Context: an optimization exercise on an open-source flow, tuned for small area, a short achievable clock period and few clock cycles per item. The choices shown serve that exercise and are no tape-out recipe.
RTL that was checked went through simulation tests only; none was proved equivalent to the original.
No activity file was given, so power comes from the tool's default toggle rates.

job 101:
Design sprw_top, start of the top module:
module sprw_top (
    input  logic        clk,
    input  logic        rstn,
    input  logic        in_valid,
    input  logic [31:0] ra,
    input  logic [31:0] rb,
    input  logic [4:0]  op1,
    input  logic [2:0]  op2,
    output logic        out_valid,
    output logic [31:0] result
);
    function automatic logic [11:0] pfx_add(input logic [11:0] x, input logic [11:0] y, input logic ci);
        logic [11:0] p, g, pp, gg;
        p  = x ^ y;
        g  = x & y;
        gg = g;
        gg[0] = g[0] | (p[0] & ci);
        pp = p;
        for (int d = 1; d < 12; d = d * 2)
            for (int i = 11; i >= d; i--) begin
                gg[i] = gg[i] | (pp[i] & gg[i-d]);
                pp[i] = pp[i] & pp[i-d];
            end
        pfx_add[0] = p[0] ^ ci;
        for (int i = 1; i < 12; i++)
            pfx_add[i] = p[i] ^ gg[i-1];
    endfunction
    function automatic logic pfx_gt(input logic [9:0] x, input logic [9:0] y);
        logic [9:0] pp, gg;
        pp = x | ~y;
        gg = x & ~y;
        for (int d = 1; d < 10; d = d * 2)
            for (int i = 9; i >= d; i--) begin
                gg[i] = gg[i] | (pp[i] & gg[i-d]);
                pp[i] = pp[i] & pp[i-d];
            end
        pfx_gt = gg[9];
    endfunction
    logic lg, f_add, f_sub, f_max, f_mn, f_move, f_arith_d, f_mm_d, f_min_d, sub_m_d, sign_d, sat_d;
    logic [3:0] t_d;
    assign lg      = op1[4] & op1[3];
    assign f_add   = ~lg & (op1[2:0] == 3'b001);
    assign f_sub   = ~lg & (op1[2:0] == 3'b010);
    assign f_max   = ~lg & (op1[2:0] == 3'b101);
    assign f_mn    = ~lg & (op1[2:0] == 3'b110);
    assign f_move  = ~lg & (op1[2:0] == 3'b011);
    assign f_arith_d = f_add | f_sub;
    assign f_mm_d  = f_max | f_mn;
    assign f_min_d = f_mn;
    assign sub_m_d = f_sub | f_mm_d;
    assign sign_d  = lg ? 1'b0 :
  ...
clock: 6.5 ns
lec_check: 0
cap_margin: 20
core_margin: 2
core_utilization: 40
setup_slack_margin: 3.5
slew_margin: 20
standard.sh (not shown) runs the stock make flow with config.mk's settings and CLKGATE_MAP_FILE= SYNTH_SCRIPT=/design/flow/synth_recipe.tcl, a recipe that flattens the netlist after the stock synthesis.
==> flow/flow/run.sh <==
#!/bin/bash
set -euo pipefail
W=$PWD
BUF=$(cat $W/flow/port_buffer)
cat > $W/my_synth.tcl <<EOS
proc extract_fa {args} { puts "extract_fa skipped by flow/run.sh" }
proc abc {args} {
  set i [lsearch -exact \$args -script]
  if {\$i >= 0} { lset args [expr {\$i + 1}] $W/flow/abc.script }
  yosys abc {*}\$args
}
EOS
cat $W/synth_recipe.tcl >> $W/my_synth.tcl
bash $W/standard.sh SYNTH_SCRIPT=$W/my_synth.tcl "BUFFER_PORTS_ARGS=-buffer_cell $BUF" finish > $W/standard.log 2>&1
==> flow/flow/abc.script <==
strash
dc2
dch -f
map
topo
buffer -c
upsize -c
dnsize -c
==> flow/flow/port_buffer <==
sky130_fd_sc_hd__buf_1
Testbench counts of job 101, summed over its fixed seeds: cycles 16,024, items 16,000.
Input changes introduced in job 102 (baseline for comparison: job 101):
# job 101
export LEC_CHECK = 0
export CAP_MARGIN = 20
export CORE_MARGIN = 2
export CORE_UTILIZATION = 40
export SETUP_SLACK_MARGIN = 3.5
export SLEW_MARGIN = 20
create_clock -name core_clock -period 6.5 [get_ports {clk}]
# job 102
export LEC_CHECK = 0
export CAP_MARGIN = 5
export CORE_MARGIN = 2
export CORE_UTILIZATION = 40
export SETUP_SLACK_MARGIN = 3.25
export SLEW_MARGIN = 5
create_clock -name core_clock -period 6.5 [get_ports {clk}]
==> run summary <==
Job 102 finished every stage and its layout cleared the timing, DRC and antenna checks.
The global-route wire length before repair was comparable across job 102 and job 101.
m[10]$_DFF_P_ as the destination of the critical timing path was reported by job 101, and q[1][2]$_DFF_P_ by job 102.
Compared to job 101, job 102 shows a narrower setup margin.
Sort job 102 and job 101 by share of cells above drive strength 1, ascending, and job 102 comes first.
Status: hold slack parity (job 102, job 101)
Relative to job 101, number of nets in the finished design decreased by 30 in job 102.
Number of global-route vias before repair in job 102 is 48 below job 101.
Lower combined flip-flop and latch cell area goes to job 102 over job 101.


## oak
The RTL this note starts from:
==> flow/design.v <==
`default_nettype none
package sprw_pkg;
    typedef logic [8-1:0]             byte_t;
    typedef logic [16-1:0]             lane_t;
    typedef logic [32-1:0]             word_t;
    typedef logic [4*16-1:0] lanes_t;
    typedef enum logic [3:0] {
        LANE_PASS = 4'd0,
        LANE_ADD  = 4'd1,
        LANE_SUB  = 4'd2,
        LANE_MOVE = 4'd3,
        LANE_MAX  = 4'd4,
        LANE_MIN  = 4'd5,
        LANE_AND  = 4'd6,
        LANE_OR   = 4'd7,
        LANE_XOR  = 4'd8,
        LANE_NAND = 4'd9,
        LANE_NOR  = 4'd10,
        LANE_XNOR = 4'd11
    } lane_fn_t;
    typedef enum logic [2:0] {
        RED_NONE = 3'd0,
        RED_SUM  = 3'd1,
        RED_MAX  = 3'd2,
        RED_MIN  = 3'd3,
        RED_XOR  = 3'd4
    } red_fn_t;
endpackage
`default_nettype wire
`timescale 1ns/1ps
`default_nettype none
module sprw_top (
    input  logic        clk,
    input  logic        rstn,
    input  logic        in_valid,
    input  logic [31:0] ra,
    input  logic [31:0] rb,
    input  logic [4:0]  op1,
    input  logic [2:0]  op2,
    output logic        out_valid,
    output logic [31:0] result
);
    logic lg, f_add, f_sub, f_max, f_mn, f_move, f_arith_d, f_mm_d, f_min_d, sub_m_d, sign_d, sat_d;
    logic [3:0] t_d;
    assign lg      = op1[4] & op1[3];
    assign f_add   = ~lg & (op1[2:0] == 3'b001);
    assign f_sub   = ~lg & (op1[2:0] == 3'b010);
    assign f_max   = ~lg & (op1[2:0] == 3'b101);
    assign f_mn    = ~lg & (op1[2:0] == 3'b110);
    assign f_move  = ~lg & (op1[2:0] == 3'b011);
    assign f_arith_d = f_add | f_sub;
    assign f_mm_d  = f_max | f_mn;
    assign f_min_d = f_mn;
    assign sub_m_d = f_sub | f_mm_d;
    assign sign_d  = lg ? 1'b0 :
                     (f_arith_d | f_mm_d) ? ~op1[4] :
                     (~op2[2] & (op2 != 3'b000));
    assign sat_d   = ~lg & op1[3];
    always_comb begin
        if (lg) begin
            case (op1[2:0])
                3'b111:  t_d = 4'b1000;    
                3'b000:  t_d = 4'b1110;    
                3'b001:  t_d = 4'b0110;    
                3'b010:  t_d = 4'b0111;    
                3'b011:  t_d = 4'b0001;    
                3'b100:  t_d = 4'b1001;    
                default: t_d = 4'b1100;    
            endcase
        end else if (f_move)
            t_d = 4'b1010;                 
        else
            t_d = 4'b1100;                 
    end
    logic [31:0] pa, pb;
    logic        p_valid, f_arith, f_mm, f_min, sub_m, sign, sat;
    logic [3:0]  t;
    logic [2:0]  p_op2;
    always_ff @(posedge clk) begin
        p_valid <= rstn & in_valid;
        pa      <= ra;
        pb      <= rb;
        f_arith <= f_arith_d;
        f_mm    <= f_mm_d;
        f_min   <= f_min_d;
        sub_m   <= sub_m_d;
        sign    <= sign_d;
        sat     <= sat_d;
        t       <= t_d;
        p_op2   <= op2;
    end
    logic [9:0] l [4];
    always_comb begin
        for (int i = 0; i < 4; i++) begin
            logic [7:0] a, b, y;
            logic [9:0] ea, eb, r;
            logic [3:0] tl;
            logic       ov, c7, clo;
            a  = pa[8*i +: 8];
            b  = pb[8*i +: 8];
            ea = {{2{sign & a[7]}}, a};
            eb = {{2{sign & b[7]}}, b};
            r  = ea + (eb ^ {10{sub_m}}) + {9'd0, sub_m};
            if (f_mm)
                tl = (r[9] ^ f_min) ? 4'b1010 : 4'b1100;
            else
                tl = t;
            for (int j = 0; j < 8; j++)
                y[j] = tl[{a[j], b[j]}];
            if (sign) begin
                ov  = (r[9] != r[8]) | (r[8] != r[7]);
                c7  = r[9];
                clo = ~r[9];
            end else begin
                ov  = r[9] | r[8];
                c7  = ~r[9];
                clo = ~r[9];
            end
            if (f_arith) begin
                if (sat & ov)
                    l[i] = {{2{sign & c7}}, c7, {7{clo}}};
                else
                    l[i] = r;
            end else
                l[i] = {{2{sign & y[7]}}, y};
        end
    end
    logic [9:0] q [4];
    logic       q_valid, q_sat;
    logic [2:0] q_op2;
    always_ff @(posedge clk) begin
        q_valid <= rstn & p_valid;
        q_sat   <= sat;
        q_op2   <= p_op2;
        for (int i = 0; i < 4; i++)
            q[i] <= l[i];
    end
    logic        q_rsign;
    logic [11:0] x [4];
    logic [11:0] s1, c1, s2, c2, ssum;
    logic [2:0]  ncnt;
    logic [31:0] sum_w;
    logic [7:0]  xr;
    logic [9:0]  k [4];
    logic        s01, s23;
    logic [9:0]  w01, w23;
    logic [31:0] m_nxt;
    assign q_rsign = ~q_op2[2];
    always_comb begin
        for (int i = 0; i < 4; i++)
            x[i] = {{2{q[i][9]}}, q[i]};
        s1 = x[0] ^ x[1] ^ x[2];
        c1 = {(x[0][10:0] & x[1][10:0]) | (x[0][10:0] & x[2][10:0]) | (x[1][10:0] & x[2][10:0]), 1'b0};
        s2 = s1 ^ c1 ^ x[3];
        c2 = {(s1[10:0] & c1[10:0]) | (s1[10:0] & x[3][10:0]) | (c1[10:0] & x[3][10:0]), 1'b0};
    end
    assign ssum = s2 + c2;
    assign ncnt = 3'(q[0][9]) + 3'(q[1][9]) + 3'(q[2][9]) + 3'(q[3][9]);
    always_comb begin
        if (q_rsign) begin
            sum_w = {{20{ssum[11]}}, ssum};
            if (q_sat) begin
                if (~ssum[11] & (|ssum[10:7]))
                    sum_w = 32'd127;
                else if (ssum[11] & ~(&ssum[10:7]))
                    sum_w = 32'hffffff80;
            end
        end else begin
            sum_w = {13'd0, ncnt - 3'(ssum[11]), {4{ssum[11]}}, ssum};
            if (q_sat && (ncnt != 3'd0 || ssum[10:8] != 3'd0))
                sum_w = 32'd255;
        end
    end
    assign xr = q[0][7:0] ^ q[1][7:0] ^ q[2][7:0] ^ q[3][7:0];
    always_comb begin
        for (int i = 0; i < 4; i++)
            k[i] = {q[i][9] ^ q_rsign, q[i][8:0]};
    end
    assign s01 = (k[1] > k[0]) ^ q_op2[0];
    assign s23 = (k[3] > k[2]) ^ q_op2[0];
    assign w01 = s01 ? q[1] : q[0];
    assign w23 = s23 ? q[3] : q[2];
    always_comb begin
        case (q_op2)
            3'b001, 3'b101: m_nxt = sum_w;
            3'b010, 3'b110,
            3'b011, 3'b111: m_nxt = {12'd0, w23, w01};
            3'b100:         m_nxt = {24'd0, xr};
            default:        m_nxt = {q[3][7:0], q[2][7:0], q[1][7:0], q[0][7:0]};
        endcase
    end
    logic [31:0] m;
    logic        m_valid, m_mm, m_rsign, m_mn;
    always_ff @(posedge clk) begin
        m_valid <= rstn & q_valid;
        m       <= m_nxt;
        m_mm    <= q_op2[1];
        m_rsign <= q_rsign;
        m_mn    <= q_op2[0];
    end
    logic [9:0]  v01, v23, wf;
    logic        sf;
    logic [31:0] red;
    assign v01 = m[9:0];
    assign v23 = m[19:10];
    assign sf  = ({v23[9] ^ m_rsign, v23[8:0]} > {v01[9] ^ m_rsign, v01[8:0]}) ^ m_mn;
    assign wf  = sf ? v23 : v01;
    assign red = m_mm ? {{16{m_rsign & wf[9]}}, {6{wf[9]}}, wf} : m;
    always_ff @(posedge clk) begin
        out_valid <= rstn & m_valid;
        result    <= red;
    end
endmodule
`default_nettype wire
==> flow/config.mk <==
export PLATFORM = sky130hd
export DESIGN_NAME = sprw_top
export DESIGN_NICKNAME = sprw_top
export VERILOG_FILES = /design/flow/design.v
export SDC_FILE = /design/flow/constraint.sdc
export NUM_CORES = 4
export LEC_CHECK = 0
export CAP_MARGIN = 20
export CORE_MARGIN = 2
export CORE_UTILIZATION = 40
export SETUP_SLACK_MARGIN = 3.5
export SLEW_MARGIN = 20
==> flow/constraint.sdc <==
create_clock -name core_clock -period 6.5 [get_ports {clk}]
set_input_delay 1.3000 -clock core_clock [delete_from_list [all_inputs] [get_ports {clk}]]
set_output_delay 1.3000 -clock core_clock [all_outputs]
set_load 0.01 [all_outputs]
==> flow/flow/run.sh <==
#!/bin/bash
set -euo pipefail
W=$PWD
D=$(cat $W/flow/abc_delay_ps)
cat > $W/my_synth.tcl <<EOS
proc abc {args} {
  set i [lsearch -exact \$args -script]
  if {\$i >= 0} { lset args [expr {\$i + 1}] $W/flow/abc.script }
  set j [lsearch -exact \$args -D]
  if {\$j >= 0} { lset args [expr {\$j + 1}] $D } else { lappend args -D $D }
  yosys abc {*}\$args
}
EOS
cat $W/synth_recipe.tcl >> $W/my_synth.tcl
bash $W/standard.sh SYNTH_SCRIPT=$W/my_synth.tcl finish > $W/standard.log 2>&1
==> flow/flow/abc.script <==
strash
dc2
dch -f
map {D}
topo
buffer -c
upsize -c {D}
dnsize -c {D}
==> flow/flow/abc_delay_ps <==
2500
oak: full flow OK, the timing, DRC and antenna checks passed
For pine, these inputs were changed with respect to oak:
diff --git a/flow/config.mk b/flow/config.mk
--- a/flow/config.mk
+++ b/flow/config.mk
@@ -9,4 +9,4 @@
 export CORE_MARGIN = 2
 export CORE_UTILIZATION = 40
-export SETUP_SLACK_MARGIN = 3.5
+export SETUP_SLACK_MARGIN = 2.5
 export SLEW_MARGIN = 20
[summary]
Post-detailed-routing wire length on pine is down relative to oak. Changes observed in pine relative to oak: final cell count decreased about 4%; power drawn by the clock network essentially unchanged; met3 usage decreased 0.30 points. Of pine and oak, pine shows the lower via count, with oak above it. Between pine and oak, half-perimeter wire length after placement is lower for oak, pine comes in above that. Lower violation count after the first detailed-route iteration was reported by pine, not oak.
No functional check of the RTL was part of any run of this note.


== run A ==
RTL: one of the versions met above, not the one the previous note started from.
Size: about 110 I/O pins.
export LEC_CHECK = 0
export CAP_MARGIN = 20
export CORE_MARGIN = 2
export CORE_UTILIZATION = 40
export CTS_BUF_LIST = sky130_fd_sc_hd__clkbuf_4 sky130_fd_sc_hd__clkbuf_8
export SETUP_SLACK_MARGIN = 3
export SLEW_MARGIN = 20
create_clock -name core_clock -period 6.5 [get_ports {clk}]
==> flow/flow/run.sh <==
#!/bin/bash
set -euo pipefail
W=$PWD
BUF=$(cat $W/flow/port_buffer)
cat > $W/my_synth.tcl <<EOS
proc extract_fa {args} { puts "extract_fa skipped by flow/run.sh" }
proc abc {args} {
  set i [lsearch -exact \$args -script]
  if {\$i >= 0} { lset args [expr {\$i + 1}] $W/flow/abc.script }
  yosys abc {*}\$args
}
EOS
cat $W/synth_recipe.tcl >> $W/my_synth.tcl
bash $W/standard.sh SYNTH_SCRIPT=$W/my_synth.tcl "BUFFER_PORTS_ARGS=-buffer_cell $BUF" finish > $W/standard.log 2>&1
==> flow/flow/abc.script <==
strash
dc2
dch -f
map
topo
buffer -c
upsize -c
dnsize -c
Scripts as last shown in full above: flow/flow/port_buffer
No stage failed in run A, and the final checks on the layout all came back clean.
Testbench counts of run A, summed over its fixed seeds: cycles 16,024, items 16,000.
Edits applied to the flow inputs when going from run A to run B:
- a deleted CTS_BUF_LIST that had been sky130_fd_sc_hd__clkbuf_4 sky130_fd_sc_hd__clkbuf_8
==> flow/flow/abc.script <==
strash
dc2
&get -n
&dch -f
&nf
&put
topo
buffer -c
upsize -c
dnsize -c
--- outcome ---
In the tables for run A and run B, layout buffering overhead excluding clock cells reads lower with run A. Run A → run B: critical path arrival picked up an extra 0.66 ns, mean instance size in the synthesized netlist now larger. Between run A and run B, the flow reports post-synthesis instance total decreasing by more than 10%. Run B vs run A: proportion of cell area spent on the clock network up in run B. Transition time at the pin with the least slew margin in run B vs run A: up 0.044 ns. Compared to run A, run B has initial cell density of the core 0.47 points higher. In run B, the maximum fanout count along the critical path came out 6 below the value in run A.
diff inputs: run B => run C
==> flow/flow/abc.script <==
strash
dc2
dch -f
&get -n
&nf -R 1000
&put
topo
buffer -c
upsize -c
dnsize -c
### Flow results
Taking run B as the reference, in run C stage delay of the slowest cell on the critical path fell by 0.08 ns; sequential power stayed essentially flat; synthesized cell count rose by 37; routed wire length rose by 1.4 mm; number of setup buffers added after CTS fell by 4. [compare] base=run B new=run C: via count went up, final instance area decreased 1.3%, first-pass GRT wire length higher, minimum clock period rose 0.022 ns.
Here is what was changed in the inputs of run D compared with run C.
- PLACE_DENSITY: unset -> 0.75
==> flow/flow/abc.script <==
strash
dc2
dch -f
map
topo
buffer -c
upsize -c
dnsize -c
### Flow results
| switching portion of total power | lower: run C |. As far as post-synthesis sequential element count goes, run D and run C are indistinguishable; the numbers are identical. | area added between synthesis and finish | run D vs run C | 15 points lower |. The lower final weighted congestion in routability-driven placement of run D and run C is in run C. For the synthesized-area fraction occupied by xor and xnor cells, run D came in 6.8 points lower than run C did. Compared with run C, run D instantiates a larger number of cells. Slew at the pin closest to its max-slew limit up 0.17 ns in run D wrt run C.
Relative to run D, the following input files were edited for run E:
- CTS_BUF_LIST now sky130_fd_sc_hd__clkbuf_8, previously not set
- SETUP_SLACK_MARGIN now 3.25, was 3
- PLACE_DENSITY no longer set, was 0.75
[summary]
Diff run D -> run E: slew of the pin with the lowest slew margin now smaller; routed wire length on met2 now larger; final wirelength went up 4.1%; sequential fraction of design power higher.

==> static timing again, ports no longer ideal <==
The results above use ideal ports. As a check the final layouts listed here were re-extracted and re-timed, cells and wires unchanged. Step 1 assumes that a clkbuf_16 drives the clock port and a buf_2 every other input. Step 2 times the ports against the registers' clock, not the clock port: input delays grow and output delays shrink by t, the midpoint of the rising clock arrivals with the driver on. Three values: ideal, step 1, step 2; two values: the first two.
| run | t, ns | slack for setup (ns) | worst hold slack (ns) |
|---|---|---|---|
| job 101 | 0.477 | 3.546 / 3.546 / 3.546 | 0.323 / 0.323 / 0.323 |
| job 102 | 0.473 | 3.476 / 3.476 / 3.476 | 0.324 / 0.324 / 0.324 |
| oak | 0.485 | 2.535 / 2.535 / 2.535 | 0.333 / 0.333 / 0.333 |
| pine | 0.492 | 2.532 / 2.532 / 2.532 | 0.330 / 0.330 / 0.330 |
| run A | 0.499 | 3.212 / 3.212 / 3.212 | 0.332 / 0.332 / 0.332 |
| run B | 0.491 | 2.509 / 2.509 / 2.509 | 0.336 / 0.336 / 0.336 |
| run C | 0.482 | 2.486 / 2.486 / 2.486 | 0.329 / 0.329 / 0.329 |
| run D | 0.486 | 3.289 / 3.289 / 3.289 | 0.329 / 0.329 / 0.329 |
| run E | 0.506 | 3.439 / 3.439 / 3.439 | 0.333 / 0.333 / 0.333 |
After both steps every run listed still meets setup and hold.
